What follows belongs to an exercise in optimizing a design on an open flow for small area; a production flow would make more cautious choices. At most, simulation tests tie the RTL to the original design; equivalence was not proved. Power is estimated from default activity; no workload was simulated.

==> flow/design.v <==
`default_nettype none
module of_ao22 (
  input  logic a0, b0, a1, b1,
  output logic y
);
  assign y = (a0 & b0) | (a1 & b1);
endmodule
module of_aoi222 (
  input  logic a0, b0, a1, b1, a2, b2,
  output logic y
);
  assign y = ~((a0 & b0) | (a1 & b1) | (a2 & b2));
endmodule
module of_nand4 (
  input  logic a, b, c, d,
  output logic y
);
  assign y = ~(a & b & c & d);
endmodule
module of_or3 (
  input  logic a, b, c,
  output logic y
);
  assign y = a | b | c;
endmodule
module of_last (
  input  logic y8, y9, a0, b0, a1, b1,
  output logic y
);
  assign y = ~(y8 & y9 & ~((a0 & b0) | (a1 & b1)));
endmodule
module of_aoi21 (
  input  logic a0, a1, b,
  output logic y
);
  assign y = ~((a0 & a1) | b);
endmodule
module of_nor2 (
  input  logic a, b,
  output logic y
);
  assign y = ~(a | b);
endmodule
module of_sel32 (
  input  logic [31:0] s,
  input  logic [31:0] d,
  output logic        y
);
  logic [9:0]  w_g;
  logic [2:0]  w_h;
  genvar k;
  generate
    for (k = 0; k < 10; k++) begin : g_aoi
      of_aoi222 u_aoi (
        .a0(s[3*k]),   .b0(d[3*k]),
        .a1(s[3*k+1]), .b1(d[3*k+1]),
        .a2(s[3*k+2]), .b2(d[3*k+2]),
        .y(w_g[k])
      );
    end
  endgenerate
  of_nand4 u_n0 (.a(w_g[0]), .b(w_g[1]), .c(w_g[2]),  .d(w_g[3]), .y(w_h[0]));
  of_nand4 u_n1 (.a(w_g[4]), .b(w_g[5]), .c(w_g[6]),  .d(w_g[7]), .y(w_h[1]));
  of_last  u_n2 (.y8(w_g[8]), .y9(w_g[9]),
                 .a0(s[30]), .b0(d[30]), .a1(s[31]), .b1(d[31]), .y(w_h[2]));
  of_or3   u_o  (.a(w_h[0]), .b(w_h[1]), .c(w_h[2]), .y(y));
endmodule
module operand_fetch (
  input  logic        clk,
  input  logic        rst,
  input  logic [31:0] Instruction,
  input  logic        InValid,
  output logic        InReady,
  input  logic        WriteEnable,
  input  logic [4:0]  WriteAddr,
  input  logic [31:0] WriteData,
  output logic [31:0] DR1,
  output logic [31:0] DR2,
  output logic [2:0]  ALUControl,
  output logic [4:0]  DestReg,
  output logic        IllegalOp,
  output logic        OutValid,
  input  logic        OutReady,
  output logic [15:0] IssueCount
);
  logic        r_full;
  logic [31:0] r_regs [1:31];
  logic [31:0] r_dr1;
  logic [31:0] r_dr2;
  logic [2:0]  r_alu_ctrl;
  logic [4:0]  r_dest;
  logic        r_illegal;
  logic [15:0] r_issue_count;
  logic [4:0]  w_rs;
  logic [4:0]  w_rt;
  logic [4:0]  w_rd;
  logic [5:0]  w_funct;
  logic        w_unused;
  logic        w_load;       
  logic        w_hold;       
  logic [2:0]  w_alu_ctrl;
  logic        w_illegal;
  logic [15:0] w_count_inc;
  assign w_rs    = Instruction[25:21];
  assign w_rt    = Instruction[20:16];
  assign w_rd    = Instruction[15:11];
  assign w_funct = Instruction[5:0];
  assign w_unused = ^{Instruction[31:26], Instruction[10:6]};
  assign InReady = !r_full || OutReady;
  assign w_load  = !rst && InValid && InReady;
  assign w_hold  = !rst && !(InValid && InReady);
  always_ff @(posedge clk) begin
    r_full <= !rst && ((InValid && InReady) || (r_full && !OutReady));
  end
  logic [3:0]  w_whi;       
  logic [3:0]  w_nwhi;      
  logic [7:0]  w_wlo;       
  logic [7:0]  w_nwlo;      
  logic [1:0]  w_wr   [1:31];    
  logic [1:0]  w_keep [1:31];    
  logic [31:0] w_reg_nxt [1:31];
  genvar gi, gb, gh;
  generate
    for (gi = 0; gi < 4; gi++) begin : g_whi
      assign w_whi[gi]  = WriteEnable && (WriteAddr[4:3] == gi);
      assign w_nwhi[gi] = !w_whi[gi];
    end
    for (gi = 0; gi < 8; gi++) begin : g_wlo
      assign w_wlo[gi]  = (WriteAddr[2:0] == gi);
      assign w_nwlo[gi] = !(w_wlo[gi] && !rst);
    end
    for (gi = 1; gi < 32; gi++) begin : g_row
      for (gh = 0; gh < 2; gh++) begin : g_half
        of_nor2  u_wr   (.a(w_nwhi[gi/8]), .b(w_nwlo[gi%8]), .y(w_wr[gi][gh]));
        of_aoi21 u_keep (.a0(w_whi[gi/8]), .a1(w_wlo[gi%8]), .b(rst), .y(w_keep[gi][gh]));
      end
      for (gb = 0; gb < 32; gb++) begin : g_bit
        of_ao22 u_mux (
          .a0(w_wr[gi][gb/16]),   .b0(WriteData[gb]),
          .a1(w_keep[gi][gb/16]), .b1(r_regs[gi][gb]),
          .y(w_reg_nxt[gi][gb])
        );
      end
      always_ff @(posedge clk) begin
        r_regs[gi] <= w_reg_nxt[gi];
      end
    end
  endgenerate
  logic [3:0]  w_nhi1, w_nhi2;   
  logic [7:0]  w_nlo1, w_nlo2;   
  logic [31:0] w_s1 [2], w_s2 [2];
  logic [31:0] w_n1, w_n2;
  logic        w_acc;
  assign w_acc = InValid && InReady;
  generate
    for (gi = 0; gi < 4; gi++) begin : g_rhi
      assign w_nhi1[gi] = !(w_rs[4:3] == gi);
      assign w_nhi2[gi] = !(w_rt[4:3] == gi);
    end
    for (gi = 0; gi < 8; gi++) begin : g_rlo
      assign w_nlo1[gi] = !(w_load && (w_rs[2:0] == gi));
      assign w_nlo2[gi] = !(w_load && (w_rt[2:0] == gi));
    end
    for (gh = 0; gh < 2; gh++) begin : g_shalf
      for (gi = 1; gi < 32; gi++) begin : g_sel
        of_nor2 u_s1 (.a(w_nhi1[gi/8]), .b(w_nlo1[gi%8]), .y(w_s1[gh][gi]));
        of_nor2 u_s2 (.a(w_nhi2[gi/8]), .b(w_nlo2[gi%8]), .y(w_s2[gh][gi]));
      end
      of_nor2 u_h1 (.a(rst), .b(w_acc), .y(w_s1[gh][0]));
      of_nor2 u_h2 (.a(rst), .b(w_acc), .y(w_s2[gh][0]));
    end
  endgenerate
  generate
    for (gb = 0; gb < 32; gb++) begin : g_rd
      logic [31:0] w_d1, w_d2;
      assign w_d1[0] = r_dr1[gb];
      assign w_d2[0] = r_dr2[gb];
      for (gi = 1; gi < 32; gi++) begin : g_col
        assign w_d1[gi] = w_reg_nxt[gi][gb];
        assign w_d2[gi] = w_reg_nxt[gi][gb];
      end
      of_sel32 u_sel1 (.s(w_s1[gb/16]), .d(w_d1), .y(w_n1[gb]));
      of_sel32 u_sel2 (.s(w_s2[gb/16]), .d(w_d2), .y(w_n2[gb]));
    end
  endgenerate
  always_comb begin
    w_alu_ctrl = 3'b000;
    w_illegal  = 1'b0;
    case (w_funct)
      6'h20:   w_alu_ctrl = 3'b001;
      6'h22:   w_alu_ctrl = 3'b010;
      6'h2A:   w_alu_ctrl = 3'b011;
      6'h24:   w_alu_ctrl = 3'b100;
      6'h25:   w_alu_ctrl = 3'b101;
      6'h26:   w_alu_ctrl = 3'b110;
      6'h27:   w_alu_ctrl = 3'b111;
      default: w_illegal  = 1'b1;
    endcase
  end
  assign w_count_inc = r_issue_count + 16'd1;
  always_ff @(posedge clk) begin
    r_dr1         <= w_n1;
    r_dr2         <= w_n2;
    r_alu_ctrl    <= ({3{w_load}} & w_alu_ctrl)  | ({3{w_hold}} & r_alu_ctrl);
    r_dest        <= ({5{w_load}} & w_rd)        | ({5{w_hold}} & r_dest);
    r_illegal     <= (w_load & w_illegal)        | (w_hold & r_illegal);
    r_issue_count <= ({16{w_load}} & w_count_inc) | ({16{w_hold}} & r_issue_count);
  end
  assign OutValid   = r_full;
  assign DR1        = r_dr1;
  assign DR2        = r_dr2;
  assign ALUControl = r_alu_ctrl;
  assign DestReg    = r_dest;
  assign IllegalOp  = r_illegal;
  assign IssueCount = r_issue_count;
endmodule
`default_nettype wire
export LEC_CHECK = 0
export CAP_MARGIN = 15
export CORE_MARGIN = 2
export CORE_UTILIZATION = 52
export GPL_TIMING_DRIVEN = 0
export SLEW_MARGIN = 15
export SYNTH_HIERARCHICAL = 1
export SYNTH_MINIMUM_KEEP_SIZE = 0
export BUFFER_PORTS_ARGS = -buffer_cell sky130_fd_sc_hd__buf_1
export CTS_ARGS = -sink_clustering_enable -repair_clock_nets -dont_use_dummy_load -buf_list {sky130_fd_sc_hd__clkbuf_4} -sink_clustering_size 8 -sink_clustering_max_diameter 40
create_clock -name core_clock -period 5.0 [get_ports {clk}]
standard.sh (not shown) runs the stock make flow with config.mk's settings and CLKGATE_MAP_FILE= SYNTH_SCRIPT=/design/flow/synth_recipe.tcl, a recipe that flattens the netlist after the stock synthesis.
==> flow/flow/run.sh <==
#!/bin/bash
# Standard layout with smaller port buffers and no CTS dummy loads.
set -e
cp "$FLOW_CONFIG" config.orig.mk
cat >> "$FLOW_CONFIG" <<'EOC'
export DONT_USE_CELLS += sky130_fd_sc_hd__buf_8 sky130_fd_sc_hd__buf_12 sky130_fd_sc_hd__buf_16 sky130_fd_sc_hd__bufbuf_8 sky130_fd_sc_hd__bufbuf_16
export BUFFER_PORTS_ARGS = -buffer_cell sky130_fd_sc_hd__buf_1
export CTS_ARGS = -sink_clustering_enable -repair_clock_nets -dont_use_dummy_load -buf_list {sky130_fd_sc_hd__clkbuf_4} -sink_clustering_size 8 -sink_clustering_max_diameter 40
EOC

bash standard.sh finish > standard.log 2>&1
The starting point completed, yet does not pass: setup timing.
Rerun with:
--- a/flow/design.v
+++ b/flow/design.v
@@ -116,5 +116,5 @@
   logic [3:0]  w_nwhi;      
   logic [7:0]  w_wlo;       
-  logic [7:0]  w_nwlo;      
+  logic [7:0]  w_nwlo;
   logic [1:0]  w_wr   [1:31];    
   logic [1:0]  w_keep [1:31];    
@@ -124,9 +124,9 @@
     for (gi = 0; gi < 4; gi++) begin : g_whi
       assign w_whi[gi]  = WriteEnable && (WriteAddr[4:3] == gi);
-      assign w_nwhi[gi] = !w_whi[gi];
+      assign w_nwhi[gi] = !(w_whi[gi] && !rst);
     end
     for (gi = 0; gi < 8; gi++) begin : g_wlo
       assign w_wlo[gi]  = (WriteAddr[2:0] == gi);
-      assign w_nwlo[gi] = !(w_wlo[gi] && !rst);
+      assign w_nwlo[gi] = !w_wlo[gi];
     end
     for (gi = 1; gi < 32; gi++) begin : g_row
@@ -155,10 +155,10 @@
   generate
     for (gi = 0; gi < 4; gi++) begin : g_rhi
-      assign w_nhi1[gi] = !(w_rs[4:3] == gi);
-      assign w_nhi2[gi] = !(w_rt[4:3] == gi);
+      assign w_nhi1[gi] = !(w_load && (w_rs[4:3] == gi));
+      assign w_nhi2[gi] = !(w_load && (w_rt[4:3] == gi));
     end
     for (gi = 0; gi < 8; gi++) begin : g_rlo
-      assign w_nlo1[gi] = !(w_load && (w_rs[2:0] == gi));
-      assign w_nlo2[gi] = !(w_load && (w_rt[2:0] == gi));
+      assign w_nlo1[gi] = !(w_rs[2:0] == gi);
+      assign w_nlo2[gi] = !(w_rt[2:0] == gi);
     end
     for (gh = 0; gh < 2; gh++) begin : g_shalf
What happened: This time the run completed without violations; total power came out lower slightly; worst setup slack improves by 0.21 ns; hold slack improves by 0.011 ns; wire length came out lower by a few percent; final cell count came out lower slightly; global-route usage came out lower by 2.7 points; sequential cell count does not change; synthesized cell count barely changes; maximum frequency came out higher by a few percent.
For the first run of this note, only the layout was checked, not whether the RTL still works.

[afterwards: timing with drivers on the ports]
The results above use ideal ports. As a check the final layouts listed here were re-extracted and re-timed, cells and wires unchanged.
Step 1 (the two cells are an assumption about what drives the block):
set clk [get_ports {clk}]
set_driving_cell -lib_cell sky130_fd_sc_hd__clkbuf_16 $clk
set_driving_cell -lib_cell sky130_fd_sc_hd__buf_2 [delete_from_list [all_inputs] $clk]
Step 2 also shifts input and output timing later by t, the mid clock arrival at the registers, as if the neighbouring blocks saw the same clock.
Three values: ideal ports, drivers, drivers and shift; two values: the first two.
run | t, ns | setup WS [ns] | slew at the worst register clock pin (ns)
the first run | 1.095 | -0.017 / -0.005 / -1.099 | 0.10 / 0.10
the second run | 1.076 | 0.190 / 0.220 / -0.856 | 0.10 / 0.10
Met with ideal ports but missed after step 2: setup timing in the second run. The setup slack of the first run, which loses most, moves by +0.012 ns with the drivers and by -1.082 ns with both steps.
